Background: an optimization exercise with open tools, aiming at small area and a short achievable clock period. Do not read the settings as production practice. Function was checked by simulation only, so behaviour that the tests miss may differ from the original. Power and IR drop assume default switching activity.

Design simd_unit, start of the top module:
module simd_unit (
    input  logic       clk,
    input  logic       rstn,
    input  logic       holdn,
    input  logic [31:0] ra,
    input  logic [31:0] rb,
    input  logic [3:0]  lane_op,
    input  logic [2:0]  red_op,
    input  logic       is_unsigned,
    input  logic       sat,
    input  logic       wen,
    input  logic [31:0] bpv,
    input  logic [1:0] bp,
    output logic [31:0] result,
    output logic       result_valid
);
Size in the first run: about 140 I/O pins, ~22000 um^2 of cells after synthesis.
Settings: LEC_CHECK=0, ABC_AREA=1, CAP_MARGIN=20, CORE_MARGIN=2, CORE_UTILIZATION=40, SETUP_SLACK_MARGIN=3.5, SLEW_MARGIN=20, TNS_END_PERCENT=100; clock period 10.0 ns.
standard.sh (not shown) runs the stock make flow with config.mk's settings and CLKGATE_MAP_FILE= SYNTH_SCRIPT=/design/flow/synth_recipe.tcl, a recipe that flattens the netlist after the stock synthesis.
==> flow/flow/run.sh <==
#!/bin/bash
# The standard layout with two changes:
#  - plain buffers on the ports (buffer_ports otherwise picks a large
#    delay-cell buffer for every input and output);
#  - after the standard synthesis, polarity.py re-chooses the polarity of
#    the full-adder cells so that fewer inverters sit between them.
# Each step's full output goes to its own log file here.
set -euo pipefail
export BUFFER_PORTS_ARGS="-buffer_cell sky130_fd_sc_hd__buf_1"
R=orfs/results/sky130hd/simd_unit/base
bash standard.sh synth > synth.log 2>&1
cp $R/1_2_yosys.v $R/1_2_yosys.std.v
python3 flow/polarity.py $R/1_2_yosys.std.v $R/1_2_yosys.v > polarity.log 2>&1
rm -f $R/1_synth.odb $R/1_synth.sdc
bash standard.sh > layout.log 2>&1
Other scripts of this flow, unchanged in this note and not shown: flow/flow/polarity.py
The starting point finished clean.
Edit:
--- a/flow/config.mk
+++ b/flow/config.mk
@@ -12,3 +12,3 @@
 export SETUP_SLACK_MARGIN = 3.5
 export SLEW_MARGIN = 20
-export TNS_END_PERCENT = 100
+export TNS_END_PERCENT = 30
The changed run finished clean.
Synthesized area is unchanged.
Non-clock buffer count goes up by 21.
Routed wire length rises slightly.
Die area stays the same.
Core utilization went up by 0.32 points.
Cell area rises slightly.
Critical path depth came out lower by 3.
Power is higher slightly.
Sequential share of layout area went down by 0.14 points.
Synthesized cell count stays the same.
Edit:
--- a/flow/config.mk
+++ b/flow/config.mk
@@ -6,5 +6,5 @@
 export NUM_CORES = 4
 export LEC_CHECK = 0
-export ABC_AREA = 1
+export ABC_AREA = 0
 export CAP_MARGIN = 20
 export CORE_MARGIN = 2
@@ -12,3 +12,3 @@
 export SETUP_SLACK_MARGIN = 3.5
 export SLEW_MARGIN = 20
-export TNS_END_PERCENT = 30
+export TNS_END_PERCENT = 100
What happened: Final cell count is lower by 4.7%. Sequential power is about the same. Clock-buffer cell count drops by 1. Power goes up by 9.9%. Wire length climbs by 9.7%. Worst hold slack is worse by 0.016 ns.
Edit:
--- a/flow/config.mk
+++ b/flow/config.mk
@@ -6,9 +6,9 @@
 export NUM_CORES = 4
 export LEC_CHECK = 0
-export ABC_AREA = 0
+export ABC_AREA = 1
 export CAP_MARGIN = 20
 export CORE_MARGIN = 2
 export CORE_UTILIZATION = 40
-export SETUP_SLACK_MARGIN = 3.5
+export SETUP_SLACK_MARGIN = 4
 export SLEW_MARGIN = 20
 export TNS_END_PERCENT = 100
The new run finished with timing, DRC and antenna clean.
Synthesized area came out lower by a few percent.
Total power came out higher slightly.
Design area came out lower by a few percent.

---

## zinc
simd_unit, a different RTL version from the one above (not shown whole).
Size in the first run: about 2,900 cells after synthesis, roughly 140 I/O pins, about 0.022 sq mm of cells after synthesis.
export LEC_CHECK = 0
export ABC_AREA = 1
export CAP_MARGIN = 20
export CORE_MARGIN = 2
export CORE_UTILIZATION = 40
export SETUP_SLACK_MARGIN = 3
export SLEW_MARGIN = 20
export TNS_END_PERCENT = 100
create_clock -name core_clock -period 10.0 [get_ports {clk}]
run.sh (not shown) runs the stock make flow with config.mk's settings and CLKGATE_MAP_FILE= SYNTH_SCRIPT=/design/flow/synth_recipe.tcl, a recipe that flattens the netlist after the stock synthesis.
Stock flow here: none of the scripts above is used.
For onyx, these inputs were changed with respect to zinc:
# zinc
export LEC_CHECK = 0
export ABC_AREA = 1
export CAP_MARGIN = 20
export CORE_MARGIN = 2
export CORE_UTILIZATION = 40
export SETUP_SLACK_MARGIN = 3
export SLEW_MARGIN = 20
export TNS_END_PERCENT = 100
create_clock -name core_clock -period 10.0 [get_ports {clk}]
# onyx
export LEC_CHECK = 0
export ABC_AREA = 1
export CAP_MARGIN = 20
export CORE_MARGIN = 2
export CORE_UTILIZATION = 40
export SETUP_SLACK_MARGIN = 5
export SLEW_MARGIN = 20
export TNS_END_PERCENT = 100
create_clock -name core_clock -period 10.0 [get_ports {clk}]
--- outcome ---
onyx ended up with a lower critical path arrival than zinc did. The post-route worst setup slack of onyx is higher than that of zinc. Diff onyx..zinc | final-report hold violation count | unchanged. Total global-route track usage (onyx over zinc): increase, 3.0 points.

-- what the ideal ports hide --
The flow's constraints put no driver on any port. The routed layouts listed below were extracted and timed again, unchanged, in two steps. Step 1, drivers: a clkbuf_16 drives clk and a buf_2 each remaining input, both assumed. Step 2 times the ports against the registers' clock, not the clock port: input delays grow and output delays shrink by t, the midpoint of the rising clock arrivals with the driver on. Slacks: ideal ports / drivers / drivers and shift; pairs: ideal ports / drivers.
| run | t, ns | setup WS [ns] | hold slack, ns | slew at the worst register clock pin (ns) |
|---|---|---|---|---|
| the first run of note 1 | 0.555 | 3.660 / 3.592 / 3.037 | 0.426 / 0.426 / 0.426 | 0.09 / 0.09 |
| the second run of note 1 | 0.550 | 3.579 / 3.515 / 2.964 | 0.441 / 0.441 / 0.441 | 0.08 / 0.08 |
| the third run of note 1 | 0.564 | 3.473 / 3.392 / 2.828 | 0.425 / 0.425 / 0.425 | 0.09 / 0.09 |
| the fourth run of note 1 | 0.561 | 3.791 / 3.680 / 3.119 | 0.439 / 0.439 / 0.439 | 0.08 / 0.08 |
| zinc | 0.554 | 2.824 / 2.824 / 2.694 | 0.434 / 0.434 / 0.434 | 0.08 / 0.08 |
| onyx | 0.563 | 2.856 / 2.856 / 2.856 | 0.431 / 0.431 / 0.431 | 0.09 / 0.09 |
After both steps every run listed still meets setup and hold. The setup slack of the fourth run of note 1, which loses most, moves by -0.111 ns with the drivers and by -0.672 ns with both steps.
